Background: an optimization exercise with open tools, aiming at small area, a short achievable clock period and few clock cycles per item. Do not read the settings as production practice.
The RTL was checked by simulation tests, not by an equivalence proof against the original design.

the reference run:
## pid_heading_turn_controller_top
module pid_heading_turn_controller_top
(
  input  logic        clk,
  input  logic        rst,
  input  logic        cmd_valid,
  output logic        cmd_ready,
  input  logic        cmd_op,
  input  logic [15:0] cmd_target_angle,
  input  logic [15:0] cmd_timeout_ms,
  input  logic [15:0] cmd_measured_angle,
  output logic        res_valid,
  input  logic        res_ready,
  output logic [7:0]  res_power_pct,
  output logic [1:0]  res_status,
  input  logic        psel,
  input  logic        penable,
  input  logic        pwrite,
  input  logic [4:0]  paddr,
  input  logic [31:0] pwdata,
  output logic [31:0] prdata,
  output logic        pready
);
Size: about 4200 cells after synthesis, ~140 I/O pins, roughly 0.046 mm^2 of cells after synthesis.
clock: 16.0 ns
lec_check: 0
cap_margin: 20
core_margin: 2
core_utilization: 55
slew_margin: 20
synth_hierarchical: 1
synth_minimum_keep_size: 0
standard.sh (not shown) runs the stock make flow with config.mk's settings and CLKGATE_MAP_FILE= SYNTH_SCRIPT=/design/flow/synth_recipe.tcl, a recipe that flattens the netlist after the stock synthesis.
==> flow/flow/run.sh <==
#!/bin/bash
# The standard layout (the standard.sh), with three changes:
#  - after synthesis, every combinational cell gets the smallest drive
#    strength of its family (flow/downsize.tcl);
#  - the port buffers are buf_2 cells instead of the default choice;
#  - the timing repair after CTS and after global routing is asked to leave a
#    setup margin of MARGIN ns, so that it also works on paths that already
#    meet the 16 ns clock, and may resize a cell to one of another footprint
#    (MATCH_CELL_FOOTPRINT=0).
# The SDC, the clock period and every other setting are the standard flow's.
set -euo pipefail
MARGIN=11.7
bash standard.sh synth > synth.log 2>&1
ODB=orfs/results/sky130hd/pid_heading_turn_controller_top/base/1_synth.odb openroad -exit flow/downsize.tcl > downsize.log 2>&1
bash standard.sh SETUP_SLACK_MARGIN=$MARGIN MATCH_CELL_FOOTPRINT=0 "BUFFER_PORTS_ARGS=-buffer_cell sky130_fd_sc_hd__buf_2" finish > standard.log 2>&1
==> flow/flow/downsize.tcl <==
# Give every combinational cell of the synthesized netlist the smallest drive
# strength of its family; the timing repair later in the flow sizes up the
# cells on critical paths. Flip-flops, tie cells and buffers are left alone.
# usage: ODB=<odb> openroad -exit downsize.tcl
read_db $::env(ODB)
set db [ord::get_db]
set n_swapped 0
set area_before 0.0
set area_after 0.0
foreach inst [[ord::get_db_block] getInsts] {
  set m [$inst getMaster]
  set name [$m getName]
  set a [expr {[$m getWidth] * [$m getHeight] / 1e6}]
  set area_before [expr {$area_before + $a}]
  set best $m
  if {[regexp {^(sky130_fd_sc_hd__([a-z0-9]+))_([0-9]+)$} $name -> base fam size]
      && ![regexp {^(df|edf|sdf|dl|conb|buf|clk|inv|tap|fill|decap|dly|probe|lpflow|macro)} $fam]} {
    foreach cand {0 1 2 4} {
      set cm [$db findMaster ${base}_$cand]
      if {$cm eq "NULL" || $cm eq ""} { continue }
      if {[$cm getWidth] * [$cm getHeight] < [$best getWidth] * [$best getHeight]} {
        set best $cm
      }
    }
  }
  if {$best ne $m} {
    $inst swapMaster $best
    incr n_swapped
  }
  set area_after [expr {$area_after + [$best getWidth] * [$best getHeight] / 1e6}]
}
puts [format "downsize: %d cells swapped, area %.1f -> %.1f um2" $n_swapped $area_before $area_after]
write_db $::env(ODB)
Having completed the whole flow, the reference run delivered a layout that passed the timing, DRC and antenna checks.
Testbench counts of the reference run, summed over its fixed seeds: cycles 12,240, items 12,000.
Setup changes, the reference run to the trial run
--- a/flow/design.v
+++ b/flow/design.v
@@ -129,12 +129,14 @@
   logic [15:0]        elapsed_ms;
   logic signed [16:0] prior_error;
   logic signed [31:0] error_sum;
   logic               h_start;
   logic signed [16:0] err1;
   logic signed [17:0] der1;
+  logic [32:0]        sum_s;
+  logic [32:0]        sum_c;
   logic [32:0]        sum_wide;
   logic signed [31:0] sum_sat;
   logic [16:0]        elapsed_sum;
   logic               time_out1;
   logic [16:0]        prior_abs;
   logic               err_ok1;
@@ -142,13 +144,20 @@
   assign err1        = 17'(goal_angle) - 17'(h_meas);
   assign der1        = 18'(err1) - 18'(prior_error);
   assign elapsed_sum = {1'b0, elapsed_ms} + {7'd0, cfg.period_ms};
   assign time_out1   = (time_limit != 16'd0) && (elapsed_ms > time_limit);
   assign prior_abs   = prior_error[16] ? 17'(-prior_error) : 17'(prior_error);
   assign err_ok1     = (prior_abs <= {2'b00, cfg.error_tolerance});
-  assign sum_wide = 33'(error_sum) + 33'(err1);
+  logic [32:0] op_a, op_b, op_c;
+  assign op_a = 33'(error_sum);
+  assign op_b = 33'(goal_angle);
+  assign op_c = ~(33'(h_meas));
+  for (genvar i = 0; i < 33; i++) begin : g_csa
+    phtc_fa u_fa (.a(op_a[i]), .b(op_b[i]), .c(op_c[i]), .s(sum_s[i]), .co(sum_c[i]));
+  end
+  assign sum_wide = sum_s + {sum_c[31:0], 1'b1};
   always_comb begin
     if (sum_wide[32] != sum_wide[31]) begin
       sum_sat = sum_wide[32] ? 32'sh8000_0000 : 32'sh7fff_ffff;
     end else begin
       sum_sat = sum_wide[31:0];
     end
Results
- The trial run went all the way through the flow, and no timing, DRC or antenna check failed.
- A critical path class of flop to flop is what the reference run shows, while flop to primary output belongs to the trial run.
- ~same worst stage delay on the critical path in the trial run and the reference run
- Looking at number of antenna diodes, the trial run sits below the reference run.
- Summary: with the reference run as the reference, final routed wirelength across all metal layers in the trial run moved up slightly.
- When the trial run is set beside the reference run, its tightest hold margin turns out to be 9.0 ps smaller.
- In the trial run, die area is higher than in the reference run.
Testbench counts of the trial run, summed over its fixed seeds: cycles 12,240, items 12,000.

-- separate check: timing with driven ports --
How much do the figures lean on ideal ports? The routed layouts below were timed once more, with nothing changed but the port constraints. Step 1 (the two cells are an assumption about what drives the block):
set clk [get_ports {clk}]
set_driving_cell -lib_cell sky130_fd_sc_hd__clkbuf_16 $clk
set_driving_cell -lib_cell sky130_fd_sc_hd__buf_2 [delete_from_list [all_inputs] $clk]
Step 2 times the ports against the registers' clock, not the clock port: input delays grow and output delays shrink by t, the midpoint of the rising clock arrivals with the driver on. Slacks: no drivers / after step 1 / after step 2; pairs: no drivers / after step 1.
run | t, ns | setup slack, ns | latest minus earliest clock arrival (ns) | slew at the worst register clock pin (ns)
the reference run | 0.709 | 10.747 / 10.747 / 10.747 | 0.046 / 0.046 | 0.07 / 0.07
the trial run | 0.721 | 11.542 / 11.473 / 11.021 | 0.073 / 0.073 | 0.07 / 0.07
After both steps setup and hold are still met in every run listed. The setup slack of the trial run, which loses most, moves by -0.069 ns with the drivers and by -0.521 ns with both steps.
